Source: an optimization exercise on an open RTL-to-GDS flow (aim: small area and a short achievable clock period). Production flows keep margins and buffers that such runs may drop. Function not checked in this run: the RTL went through the layout flow alone. Power is estimated from default activity; no workload was simulated.

===== design/flow/config.mk =====
export PLATFORM = sky130hd
export DESIGN_NAME = branch_predictor
export DESIGN_NICKNAME = branch_predictor
export VERILOG_FILES = /design/flow/design.v
export SDC_FILE = /design/flow/constraint.sdc
export NUM_CORES = 4
export LEC_CHECK = 0
export CAP_MARGIN = 20
export CORE_MARGIN = 2
export CORE_UTILIZATION = 40
export SETUP_SLACK_MARGIN = 0.5
export SLEW_MARGIN = 20

===== design/flow/constraint.sdc =====
create_clock -name core_clock -period 8.0 [get_ports {clk_i}]
set_input_delay 1.6000 -clock core_clock [delete_from_list [all_inputs] [get_ports {clk_i}]]
set_output_delay 1.6000 -clock core_clock [all_outputs]
set_load 0.01 [all_outputs]

===== design/flow/design.v =====
module branch_predictor #(
  parameter int XLEN    = 32,
  parameter int ENTRIES = 64,
  parameter int TAG_W   = 10,
  parameter int GHR_W   = 6,
  parameter int STAT_W  = 16
) (
  input  logic              clk_i,
  input  logic              rst_i,
  input  logic [XLEN-1:0]   pc_f_i,
  output logic              pred_taken_o,
  output logic [XLEN-1:0]   pred_pc_o,
  output logic [GHR_W-1:0]  pred_ghr_o,
  input  logic              upd_valid_i,
  input  logic [XLEN-1:0]   upd_pc_i,
  input  logic              upd_is_branch_i,
  input  logic              upd_is_jump_i,
  input  logic              upd_taken_i,
  input  logic [XLEN-1:0]   upd_target_i,
  input  logic              upd_pred_taken_i,
  input  logic [XLEN-1:0]   upd_pred_pc_i,
  input  logic [GHR_W-1:0]  upd_ghr_i,
  output logic              mispredict_o,
  output logic [XLEN-1:0]   correct_pc_o,
  output logic [STAT_W-1:0] stat_lookups_o,
  output logic [STAT_W-1:0] stat_mispred_o
);
  localparam int IDX_W = $clog2(ENTRIES);
  logic [ENTRIES-1:0] valid_q;
  logic [TAG_W-1:0]   tag_q    [ENTRIES];
  logic [XLEN-1:0]    target_q [ENTRIES];
  logic [ENTRIES-1:0] jump_q;
  logic [ENTRIES-1:0] pht1_q, pht0_q;
  logic [GHR_W-1:0]   ghr_q;
  logic [STAT_W-1:0]  lookups_q;
  logic [STAT_W-1:0]  mispred_q;
  logic [IDX_W-1:0] f_idx, f_pidx, u_idx, u_pidx;
  logic [TAG_W-1:0] f_tag, u_tag;
  logic [ENTRIES-1:0] f_dec, fp_dec, u_dec, up_dec;
  assign f_idx  = pc_f_i[IDX_W+1:2];
  assign f_tag  = pc_f_i[IDX_W+TAG_W+1:IDX_W+2];
  assign u_idx  = upd_pc_i[IDX_W+1:2];
  assign u_tag  = upd_pc_i[IDX_W+TAG_W+1:IDX_W+2];
  assign f_pidx = f_idx ^ IDX_W'(ghr_q);
  assign u_pidx = u_idx ^ IDX_W'(upd_ghr_i);
  always_comb begin
    for (int e = 0; e < ENTRIES; e++) begin
      f_dec[e]  = (f_idx  == IDX_W'(e));
      fp_dec[e] = (f_pidx == IDX_W'(e));
      u_dec[e]  = (u_idx  == IDX_W'(e));
      up_dec[e] = (u_pidx == IDX_W'(e));
    end
  end
  logic [TAG_W-1:0] f_tag_rd, u_tag_rd;
  logic [XLEN-1:0]  f_tgt_rd;
  logic             f_val_rd, f_jmp_rd, f_pht_rd, u_val_rd;
  logic [1:0]       u_pht_rd;
  always_comb begin
    f_tag_rd = '0; f_tgt_rd = '0; f_val_rd = 1'b0; f_jmp_rd = 1'b0; f_pht_rd = 1'b0;
    u_tag_rd = '0; u_val_rd = 1'b0; u_pht_rd = '0;
    for (int e = 0; e < ENTRIES; e++) begin
      f_tag_rd = f_tag_rd | ({TAG_W{f_dec[e]}} & tag_q[e]);
      f_tgt_rd = f_tgt_rd | ({XLEN{f_dec[e]}} & target_q[e]);
      f_val_rd = f_val_rd | (f_dec[e] & valid_q[e]);
      f_jmp_rd = f_jmp_rd | (f_dec[e] & jump_q[e]);
      f_pht_rd = f_pht_rd | (fp_dec[e] & pht1_q[e]);
      u_tag_rd = u_tag_rd | ({TAG_W{u_dec[e]}} & tag_q[e]);
      u_val_rd = u_val_rd | (u_dec[e] & valid_q[e]);
      u_pht_rd = u_pht_rd | ({2{up_dec[e]}} & {pht1_q[e], pht0_q[e]});
    end
  end
  logic f_hit, u_hit;
  assign f_hit        = f_val_rd && (f_tag_rd == f_tag);
  assign u_hit        = u_val_rd && (u_tag_rd == u_tag);
  assign pred_taken_o = f_hit && (f_jmp_rd || f_pht_rd);
  assign pred_pc_o    = pred_taken_o ? f_tgt_rd : pc_f_i + XLEN'(4);
  assign pred_ghr_o   = ghr_q;
  assign mispredict_o = upd_valid_i &&
                        ((upd_taken_i != upd_pred_taken_i) ||
                         (upd_taken_i && (upd_target_i != upd_pred_pc_i)));
  assign correct_pc_o = !upd_valid_i ? '0 :
                        (upd_taken_i ? upd_target_i : upd_pc_i + XLEN'(4));
  logic u_ctrl, u_cnt, u_alloc, u_train;
  logic [1:0] pht_new;
  assign u_ctrl  = upd_is_branch_i | upd_is_jump_i;
  assign u_cnt   = upd_is_branch_i & ~upd_is_jump_i;
  assign u_alloc = upd_valid_i & u_ctrl & upd_taken_i;
  assign u_train = upd_valid_i & u_cnt & (u_hit | upd_taken_i);
  always_comb begin
    if (!u_hit)           pht_new = 2'b10;
    else if (upd_taken_i) pht_new = (u_pht_rd == 2'd3) ? 2'd3 : u_pht_rd + 2'd1;
    else                  pht_new = (u_pht_rd == 2'd0) ? 2'd0 : u_pht_rd - 2'd1;
  end
  always_ff @(posedge clk_i or posedge rst_i) begin
    if (rst_i) begin
      valid_q <= '0;
      pht1_q  <= '0;
      pht0_q  <= '1;
    end else begin
      for (int e = 0; e < ENTRIES; e++) begin
        if (u_alloc && u_dec[e]) valid_q[e] <= 1'b1;
        if (u_train && up_dec[e]) begin
          pht1_q[e] <= pht_new[1];
          pht0_q[e] <= pht_new[0];
        end
      end
    end
  end
  always_ff @(posedge clk_i) begin
    for (int e = 0; e < ENTRIES; e++) begin
      if (!rst_i && u_alloc && u_dec[e]) begin
        tag_q[e]    <= u_tag;
        target_q[e] <= upd_target_i;
        jump_q[e]   <= upd_is_jump_i;
      end
    end
  end
  always_ff @(posedge clk_i or posedge rst_i) begin
    if (rst_i) begin
      ghr_q <= '0;
    end else if (upd_valid_i && upd_is_branch_i) begin
      ghr_q <= {ghr_q[GHR_W-2:0], upd_taken_i};
    end
  end
  always_ff @(posedge clk_i or posedge rst_i) begin
    if (rst_i) begin
      lookups_q <= '0;
      mispred_q <= '0;
    end else begin
      if (upd_valid_i && (lookups_q != '1))  lookups_q <= lookups_q + STAT_W'(1);
      if (mispredict_o && (mispred_q != '1)) mispred_q <= mispred_q + STAT_W'(1);
    end
  end
  assign stat_lookups_o = lookups_q;
  assign stat_mispred_o = mispred_q;
endmodule

===== design/flow/run.sh =====
#!/bin/bash
# synth_recipe.tcl (not shown) runs the flow's synth.tcl, then flattens the netlist and writes it again
# the make line also repeats each setting of config.mk as NAME=value (left out here)
make -C /OpenROAD-flow-scripts/flow DESIGN_CONFIG=/design/flow/config.mk WORK_HOME=/design/flow/orfs CLKGATE_MAP_FILE= SYNTH_SCRIPT=/design/flow/synth_recipe.tcl finish

==> reports/results.md <==
| Item | Reported |
| --- | --- |
| Outcome | no timing/DRC/antenna violations |
| Post-route minimum period | 7.50 ns |
| CTS tree | yes |
| Number of distinct library cell variants in the gate-level netlist after synthesis | 84 |
| Total Neg Setup Slack | 0 ns |
| Crit path max fanout | 5 |
| Core footprint | 297000 µm² |
| Post-Synth Adder-Cell Area | 0.122% |
| Clk buf depth | 4 |
| Type of the worst min-delay path | flop to flop |
| Ratio of cells with drive above 1 in the final layout | 20.6% |
| Yosys warning count | 3 |
| First-pass GRT wire length | 922000 µm |
| Simple-gate portion of the synthesized area | 8.73% |
| Mean cell area of the mapped netlist | 15.0 µm² |
| Final cell count without fillers | 13200 |
| Worst hold slack across all endpoints | 0.459 ns |
| Pwr dens | 239 nW/µm² |
| Die boundary height | 550 µm |
| Nets@finish | 9096 |
| Post-synthesis mux area share | 0.849% |
| Inserted Clock Buffers | 324 |
| Final setup violation count | 0 |
| Static power due to leakage | 49.8 nW |
| Total Routed Length | 731000 µm |
| CTS clk-pin slew, worst paths | 0.06 ns |
| Hold buffers post-CTS | 0 |
| Crit Path Class | primary input to output pin |
| Grt total ovfl | 0 |
| Top cells by area in the synthesized netlist | edfxtp_1 69%, a22oi_1 8.2%, dfrtp_1 3.5% |
| Number of nets produced by synthesis | 8080 |
| DR DRC count | 0 |
| CP startpoint kind | primary input |
| Seq/Total Area, Yosys | 74.3% |
| Cell chosen for the clock root | clkbuf_16 |
| Period utilization | 93.8% |
| Synth Area in Compound Gates | 13.1% |
| Die ar. | 302000 µm² |
| Peak supply drop | 0.000201 V |
| Library cell with the largest summed area after synthesis | edfxtp_1 |
| Register bit total from synthesis | 2982 |
| FF-to-FF path depth | 13 |
| Count of antenna-violating nets left after detailed routing | 0 |
| Max-Cap Viols | 0 |
| Instance count along the most critical hold path | 2 |
| TritonCTS sink count | 2982 |
| Transition time of the tightest slew-check pin | 1.31 ns |
| Commonest cells after routing, fill and taps aside | 2752 x edfxtp_1, 1285 x a22oi_1, 776 x nand2_1 |
| Relative max-transition margin | 12.0% |
| Placed inst area | 134000 µm² |
| Initial antenna violation count | 100 |
| Global-route total usage across every layer | 47.4% |
| Most common library cell in the layout ignoring fill and taps | edfxtp_1 |
| Via-per-instance ratio | 7.34 |
| # port buffers | 244 |
| Number of max-slew violations in the final report | 0 |
| Pre-Repair DR Iteration Count | 8 |
| Level count of the clock H-tree | 5 |
| Overall power of the completed layout | 34.9 mW |
| Setup WS post-layout | 0.498 ns |
| Number of instances in the synthesized netlist | 7929 |
| Top_reg_cell synth | edfxtp_1 |
| Combinational family with the most area after synthesis | compound AO/OA/AOI/OAI gates |
| Share of Yosys cell area claimed by the top area cell type | 69.4% |
| Initial DRC Count | 22300 |
| Worst setup EP type | output pin |
| Detailed Place HPWL | 465000 µm |
| Floorplan row count | 200 |
| Crit path arrival time | 5.90 ns |
| Routed WL per cell | 55.4 µm |
| Post-route cell area | 146000 µm² |
| Global placer's final weighted congestion | 1.05 |
| Final clock skew | 0.0820 ns |
| Fin util | 49.2% |
| Timing-limited maximum frequency | 133 MHz |
| Placed cell count | 12500 |
| Dpl ws | -0.712 ns |
| Starting Density | 40.2% |
| Via count of the first global-routing pass | 86900 |
| Hold violation total from the final report | 0 |
| Largest net degree at the start of global routing | 77 |
| Clock latency of the later-clocked register in the worst-skew pair | 0.96 ns |
| Post-synthesis xor/xnor area fraction | 1.14% |
| Number of flops mapped to enable cells by yosys | 2752 |
| Data required time of the critical path | 6.40 ns |
| Area growth from synthesis to final layout | 22.5% |
| RSZ-0062 raised after global routing | no |
| Post-synth ARST share | 7.71% |
| Die Span X | 550 µm |
| Total I/O pin count | 245 |
| Vias post-DR | 96800 |
| Post-synthesis instance area | 119000 µm² |
## what timing repair did
item	CTS	global route
pin swaps	51	24
gates cloned	0	0
gates resized for setup	166	73
buffers inserted	58	6
endpoints found under the setup margin	34	34
## worst max-delay path: stages
cell,delay [ns]
clkdlybuf4s50_1,0.68
buf_4,0.32
and3_1,0.25
and3_2,0.35
and2_1,0.19
and3_1,0.17
buf_4,0.24
nand3_1,0.15
or2_2,0.34
o21a_1,0.46
o311a_1,0.48
buf_12,0.16
clkdlybuf4s50_1,0.47
## state kept, by name, summed over array words and instances (netlist names)
register,cells
ghr_q,6
jump_q,64
lookups_q,16
mispred_q,16
pht0_q,64
pht1_q,64
tag_q,640
target_q,2048
valid_q,64
## cells in the mapped netlist, types with 110 or more instances
| master | count |
|---|---|
| nor2_1 | 255 |
| edfxtp_1 | 2752 |
| nand3_1 | 342 |
| a22oi_1 | 1298 |
| buf_1 | 137 |
| nand4_1 | 211 |
| clkbuf_1 | 316 |
| and3_1 | 121 |
| nand2_1 | 779 |
| dfrtp_1 | 166 |
| a21oi_1 | 110 |
| a22o_1 | 158 |
| nor4_1 | 162 |
## layer usage
layer / global-route usage (%) / part of all wire, %
met5: 0 / 0.046
met4: 30.6 / 8.0
met3: 17.4 / 15
met2: 65.5 / 41
met1: 62.6 / 36
## power by group
part / switching [mW] / total (mW) / internal (mW)
Sequential: 0.206 / 17.4 / 17.2
Clock: 6.57 / 15.0 / 8.44
Combinational: 1.76 / 2.50 / 0.735
## cell families (layout without fill, tap and decap cells)
| logic type | Yosys count | count (layout) |
|---|---|---|
| xor+xnor | 154 | 154 |
| simple gates | 2119 | 2119 |
| mux | 90 | 90 |
| flops | 2982 | 2982 |
| fa+ha+maj | 12 | 12 |
| buf+inv | 537 | 1806 |
| compound gates | 2035 | 2035 |
| other cells | 0 | 47 |
## final timing paths
| kind | from | to | slack, ns |
|---|---|---|---|
| max reg2reg | tag_q[40][2]$_DFFE_PP_ | pht1_q[62]$_DFFE_PP0P_ | 3.03 |
| min in group asynchronous | rst_i | pht1_q[32]$_DFFE_PP0P_ | 1.19 |
| min | pht0_q[39]$_DFFE_PP1P_ | pht0_q[39]$_DFFE_PP1P_ | 0.46 |
| max | upd_pc_i[2] | correct_pc_o[29] | 0.50 |
| min reg2reg | pht0_q[39]$_DFFE_PP1P_ | pht0_q[39]$_DFFE_PP1P_ | 0.46 |
| max in group asynchronous | rst_i | pht0_q[24]$_DFFE_PP1P_ | 4.80 |
## cell type report
| class | instances | area (µm²) |
|---|---|---|
| Tap cell | 3939 | 4930 |
| Timing Repair Buffer | 1189 | 11600 |
| Sequential cell | 2982 | 88500 |
| Clock inverter | 179 | 1720 |
| Inverter | 38 | 149 |
| Multi-Input combinational cell | 4410 | 30200 |
| Fill cell | 25200 | 151000 |
| Clock buffer | 400 | 8630 |
| Antenna cell | 47 | 118 |

==> port drivers added, routing unchanged <==
Ports are ideal in the flow. The routed layout listed here was re-timed in OpenROAD.
Step 1 assumes that a clkbuf_16 drives the clock port and a buf_2 every other input.
Step 2 adds t to the input delays and takes it off the output delays; t is the mean of the earliest and latest rising clock arrival at the registers after step 1. Input paths then give back, and output paths get back, about the clock's delay inside the block.
Three values: no drivers, after step 1, after step 2; two values: the first two.
t (ns): 1.033
slack for setup (ns): 0.498 / 0.468 / 0.121
hold WS [ns]: 0.459 / 0.459 / 0.459
slew at the worst register clock pin (ns): 0.07 / 0.07
After both steps this run still meets setup and hold. The setup slack of this run moves by -0.030 ns with the drivers and by -0.377 ns with both steps.
